Context: an optimization exercise on an open-source flow, tuned for small area, a short achievable clock period and few clock cycles per item. The choices shown serve that exercise and are no tape-out recipe. Where RTL was checked, it was by simulation tests only, not by an equivalence proof against the original. Power figures rest on the tool's default switching activity, not on a simulated workload.

== rev 12 ==
Design glyph_atlas_shelf_packer_writer_unit, start of the top module:
module glyph_atlas_shelf_packer_writer_unit (
    input  logic                 i_clk,
    input  logic                 i_rst_n,
    input  logic                 i_cfg_we,
    input  logic                 i_cfg_index,
    input  logic [12:0]          i_cfg_data,
    input  logic                 i_in_valid,
    output logic                 o_in_ready,
    input  logic [61:0]          i_in_word,
    output logic                 o_out_valid,
    input  logic                 i_out_ready,
    output logic [64:0]          o_out_word
);
For scale: about 3100 cells after synthesis, ~310 flip-flops.
export LEC_CHECK = 0
export CAP_MARGIN = 20
export CORE_MARGIN = 2
export CORE_UTILIZATION = 65
export PLACE_DENSITY = 0.75
export SETUP_SLACK_MARGIN = 5
export SLEW_MARGIN = 20
create_clock -name core_clock -period 12.0 [get_ports {i_clk}]
run.sh (not shown) runs the stock make flow with config.mk's settings and CLKGATE_MAP_FILE= SYNTH_SCRIPT=/design/flow/synth_recipe.tcl, a recipe that flattens the netlist after the stock synthesis.
Testbench counts of rev 12, summed over its fixed seeds: cycles 10,363, items 10,331.
What rev 13 does differently from rev 12 at the input level:
- clearing PLACE_DENSITY, which used to be 0.75
- clearing SETUP_SLACK_MARGIN, which used to be 5
- swapping 65 for 40 in CORE_UTILIZATION
### Flow results
Rev 13 ended up with r_p1[57] as its first element of the critical path; rev 12 ended up with i_out_ready. Summary — length of the first detailed-routing pass in iterations, rev 13 relative to rev 12: lower, by 2. Overall power after layout went down by a few percent going from rev 12 to rev 13. Rev 12 has a lower final instance count without filler cells than rev 13. Per the comparison of rev 13 with rev 12, clock skew shows an increase of 0.014 ns, detail-routed net length per standard cell shows a reduction of about 5.6%.


Setup of nickel:
glyph_atlas_shelf_packer_writer_unit, a different RTL version from the one above (not shown whole).
For scale: ~3200 cells after synthesis, about 370 flip-flops, roughly 30000 um2 of cells after synthesis.
export LEC_CHECK = 0
export CAP_MARGIN = 20
export CORE_MARGIN = 2
export CORE_UTILIZATION = 60
export CTS_BUF_LIST = sky130_fd_sc_hd__clkbuf_8
export SETUP_SLACK_MARGIN = 5
export SLEW_MARGIN = 20
create_clock -name core_clock -period 12.0 [get_ports {i_clk}]
standard.sh (not shown) runs the stock make flow with config.mk's settings and CLKGATE_MAP_FILE= SYNTH_SCRIPT=/design/flow/synth_recipe.tcl, a recipe that flattens the netlist after the stock synthesis.
==> flow/flow/run.sh <==
#!/bin/bash
set -euo pipefail
bash standard.sh "BUFFER_PORTS_ARGS=-buffer_cell sky130_fd_sc_hd__buf_2" SETUP_SLACK_MARGIN=7 finish > standard_flow.log 2>&1
Testbench counts of nickel, summed over its fixed seeds: cycles 10,363, items 10,331.
Setup changes, nickel to quartz
- CORE_UTILIZATION changed from 60 to 75
==> flow/flow/run.sh <==
#!/bin/bash
set -euo pipefail
bash standard.sh "BUFFER_PORTS_ARGS=-buffer_cell sky130_fd_sc_hd__buf_2" SETUP_SLACK_MARGIN=6.8 finish > standard_flow.log 2>&1
## What came out
Estimated wirelength of the detail-placed design: quartz < nickel. From nickel to quartz the numbers moved as follows: layout-stage area growth over the synthesis result decreased by 4.3 points relative to the old numbers; post-route worst setup slack increased by 35 ps relative to the old numbers. quartz has non-clock buffer count below what nickel had. Per the comparison of quartz with nickel, clock buffer count up about 7%, initial antenna violation count up 3, time the worst path needs with I/O delays and setup down 35 ps, design area down 3.7%. The net load switching power in quartz sits about 4% above the value recorded for nickel. In quartz the area of the core turned out about 20% lower than in nickel.
Changes in xenon relative to quartz:
- CTS_BUF_LIST no longer set, was sky130_fd_sc_hd__clkbuf_8
- CORE_UTILIZATION now 40, was 75
==> flow/flow/run.sh <==
#!/bin/bash
# Standard layout, with the port buffers made of buf_4 cells instead of
# the cell buffer_ports picks by default.
set -euo pipefail
bash standard.sh "BUFFER_PORTS_ARGS=-buffer_cell sky130_fd_sc_hd__buf_4" finish > standard_flow.log 2>&1
## What came out
Area: xenon vs quartz -> xenon smaller. On number of fillers in the final layout: between xenon and quartz, it ends up higher for xenon. xenon reports its critical path class as reg -> out while quartz reports in -> out. Delta (xenon minus quartz): critical path depth grew by 3; non-clock buffer count shrank by 28%; final critical-path share of the clock period grew by 5.2 points.
--- input diff xenon..cedar ---
- an added CTS_BUF_LIST of sky130_fd_sc_hd__clkbuf_8
- a change of CORE_UTILIZATION from 40 to 70
==> flow/flow/run.sh <==
#!/bin/bash
set -euo pipefail
bash standard.sh "BUFFER_PORTS_ARGS=-buffer_cell sky130_fd_sc_hd__buf_2" SETUP_SLACK_MARGIN=6.6 finish > standard_flow.log 2>&1
==> comparison <==
- Diff xenon..cedar | number of top-level pins | negligible
- Post-route standard cell area excluding fillers: cedar < xenon
- Launching instance or port of the critical path: i_out_ready -> cedar, r_c4 -> xenon
- cedar -> xenon: power flat
- cedar vs xenon — synthesis-to-finish area growth dropped 1.7 points.
- cedar against xenon: via count of the first global-routing pass higher, power in the clock group now sits lower, post-route worst setup slack shows an increase of 620 ps, detailed route wirelength on metal3 went up.
- When cedar is measured against xenon, its net switching fraction of the power turns out 1.5 points higher.


## oak
glyph_atlas_shelf_packer_writer_unit, a different RTL version from the one above (not shown whole).
Size in the first run: roughly 370 flip-flops, about 29000 sq um of cells after synthesis.
export LEC_CHECK = 0
export CAP_MARGIN = 20
export CORE_MARGIN = 2
export CORE_UTILIZATION = 70
export CTS_BUF_LIST = sky130_fd_sc_hd__clkbuf_8
export SETUP_SLACK_MARGIN = 5
export SLEW_MARGIN = 20
create_clock -name core_clock -period 12.0 [get_ports {i_clk}]
==> flow/flow/run.sh <==
#!/bin/bash
set -euo pipefail
bash standard.sh "BUFFER_PORTS_ARGS=-buffer_cell sky130_fd_sc_hd__buf_2" SETUP_SLACK_MARGIN=7 finish > standard_flow.log 2>&1
Input changes introduced in birch (baseline for comparison: oak):
==> flow/flow/run.sh <==
#!/bin/bash
set -euo pipefail
bash standard.sh "BUFFER_PORTS_ARGS=-buffer_cell sky130_fd_sc_hd__buf_2" SETUP_SLACK_MARGIN=6.6 finish > standard_flow.log 2>&1
[summary]
birch against oak: cell count lower, total sequential power now sits at about the same level. Going from oak to birch, leakage power summed over all cells shrinks by about 6%. Per the comparison of birch with oak, part of the power in the clock network up 0.2 points, number of cells produced by synthesis flat, total power down 0.00080 W, hold slack flat, area taken by multi-input logic gates down about 4%. birch vs oak, highest routing layer actually used: met4 vs met5. For birch, the startpoint of the worst setup timing path was i_out_ready, unlike oak, where it was r_p4[25]. The final reports for birch and oak show met2 track demand over resource in global routing lower in the former. birch ends up with a count of clock-buffer cells in the layout that is 2 lower than in oak. Against oak, switching power in birch came out better.
No functional check of the RTL was part of any run of this note.


## run 1
glyph_atlas_shelf_packer_writer_unit with an RTL version that a note above also has.
Size: ~370 flip-flops, roughly 150 I/O pins.
Settings: LEC_CHECK=0, CAP_MARGIN=20, CORE_MARGIN=2, CORE_UTILIZATION=60, SETUP_SLACK_MARGIN=5, SLEW_MARGIN=20; clock period 12.0 ns.
==> flow/flow/run.sh <==
#!/bin/bash
set -euo pipefail
bash standard.sh "BUFFER_PORTS_ARGS=-buffer_cell sky130_fd_sc_hd__buf_4" SETUP_SLACK_MARGIN=6.2 finish > standard_flow.log 2>&1
Testbench counts of run 1, summed over its fixed seeds: cycles 10,363, items 10,331.
Relative to run 1, the following input files were edited for run 2:
==> flow/flow/run.sh <==
#!/bin/bash
set -euo pipefail
bash standard.sh "BUFFER_PORTS_ARGS=-buffer_cell sky130_fd_sc_hd__buf_4" SETUP_SLACK_MARGIN=8.5 finish > standard_flow.log 2>&1
### Flow results
Run 2 — power after layout 0.0026 W higher, run 1 as reference. Relative to run 1, the global-route total usage across every layer of run 2 is higher by 7.0 points. Critical-path maximum fanout for run 2 is lower than for run 1. Diff run 1..run 2 | share of cell area taken by muxes after synthesis | unchanged. Taking run 1 as the reference, in run 2 part of the cycle the worst path needs lower; wire length of the first global-routing pass higher; tightest hold margin roughly the same. No stage failed in run 2, and the final checks on the layout all came back clean.
Relative to run 2, the following input files were edited for run 3:
==> flow/flow/run.sh <==
#!/bin/bash
set -euo pipefail
bash standard.sh "BUFFER_PORTS_ARGS=-buffer_cell sky130_fd_sc_hd__buf_2" SETUP_SLACK_MARGIN=5.6 finish > standard_flow.log 2>&1
diff --git a/flow/config.mk b/flow/config.mk
--- a/flow/config.mk
+++ b/flow/config.mk
@@ -10,2 +10,3 @@
 export CORE_UTILIZATION = 60
+export CTS_BUF_LIST = sky130_fd_sc_hd__clkbuf_8
 export SETUP_SLACK_MARGIN = 5
Results
In summary, run 3 completed successfully, with a layout that passed the timing, DRC and antenna checks. Run 3 against run 2: mean instance size in the synthesized netlist barely changed; register area saw little to no change. met4 as the highest metal layer with signal wires was reported by run 3, and met5 by run 2. Run 3 vs run 2, end point of the critical path: o_out_word[8] vs o_in_ready. Looking at run 2 and run 3, the routability congestion estimate from global placement is a wash. i_out_ready as the startpoint of the worst setup timing path was reported by run 2, and r_c4 by run 3. sky130_fd_sc_hd__ha_1 as the most common library cell in the layout ignoring fill and taps was reported by run 3, and sky130_fd_sc_hd__buf_4 by run 2. Run 3 vs. run 2: sequential fraction of design power now larger, design area now smaller.


glyph_atlas_shelf_packer_writer_unit again, from the RTL that the note above started with.
export LEC_CHECK = 0
export CAP_MARGIN = 20
export CORE_MARGIN = 2
export CORE_UTILIZATION = 60
export SETUP_SLACK_MARGIN = 5
export SLEW_MARGIN = 20
create_clock -name core_clock -period 12.0 [get_ports {i_clk}]
==> flow/flow/run.sh <==
#!/bin/bash
set -euo pipefail
bash standard.sh "BUFFER_PORTS_ARGS=-buffer_cell sky130_fd_sc_hd__buf_4" SETUP_SLACK_MARGIN=7 finish > standard_flow.log 2>&1
The starting point finished clean.
Testbench counts at the start, summed over its fixed seeds: cycles 10,363, items 10,331.
Change:
==> flow/flow/run.sh (replaced) <==
#!/bin/bash
set -euo pipefail
bash standard.sh "BUFFER_PORTS_ARGS=-buffer_cell sky130_fd_sc_hd__buf_2" SETUP_SLACK_MARGIN=6.2 finish > standard_flow.log 2>&1
--- a/flow/config.mk
+++ b/flow/config.mk
@@ -9,4 +9,5 @@
 export CORE_MARGIN = 2
 export CORE_UTILIZATION = 60
+export CTS_BUF_LIST = sky130_fd_sc_hd__clkbuf_8
 export SETUP_SLACK_MARGIN = 5
 export SLEW_MARGIN = 20
The new run completed with no timing, DRC or antenna violations.
Core utilization is lower by 5.0 points.
Synthesized cell count stays the same.
Count of clock-buffer cells in the layout is higher by 18.
Sequential power is lower slightly.
Routed wire length is lower by roughly a tenth.
Clock power is lower by roughly a tenth.

==> separate check: timing with driven ports <==
The flow's constraints put no driver on any port. The routed layouts listed below were extracted and timed again, unchanged, in two steps.
Step 1, drivers: a clkbuf_16 drives i_clk and a buf_2 each remaining input, both assumed.
Step 2 also shifts input and output timing later by t, the mid clock arrival at the registers, as if the neighbouring blocks saw the same clock.
a / b / c = ideal ports / drivers / drivers and shift; a / b = the first two.
run | t, ns | setup WS [ns] | worst data-port slew with drivers (ns) | pins driven straight from the clock port
rev 12 | 0.615 | 5.090 / 5.059 / 4.717 | 0.04 | 1
rev 13 | 0.619 | 4.365 / 4.365 / 4.365 | 0.04 | 1
nickel | 0.716 | 6.582 / 6.505 / 6.145 | 0.11 | 1
quartz | 0.694 | 6.617 / 6.581 / 6.058 | 0.06 | 1
xenon | 0.642 | 5.989 / 5.926 / 5.444 | 0.07 | 1
cedar | 0.726 | 6.607 / 6.570 / 5.961 | 0.06 | 1
oak | 0.695 | 6.543 / 6.480 / 5.969 | 0.08 | 1
birch | 0.672 | 6.555 / 6.508 / 6.009 | 0.07 | 1
run 1 | 0.627 | 6.340 / 6.309 / 5.796 | 0.05 | 1
run 2 | 0.656 | 6.601 / 6.561 / 6.173 | 0.07 | 1
run 3 | 0.691 | 5.948 / 5.893 / 5.467 | 0.04 | 1
the first run of note 5 | 0.637 | 6.582 / 6.507 / 6.100 | 0.10 | 1
the second run of note 5 | 0.689 | 6.362 / 6.369 / 5.702 | 0.05 | 1
After both steps setup and hold are still met in every run listed. The setup slack of the second run of note 5, which loses most, moves by +0.007 ns with the drivers and by -0.660 ns with both steps.
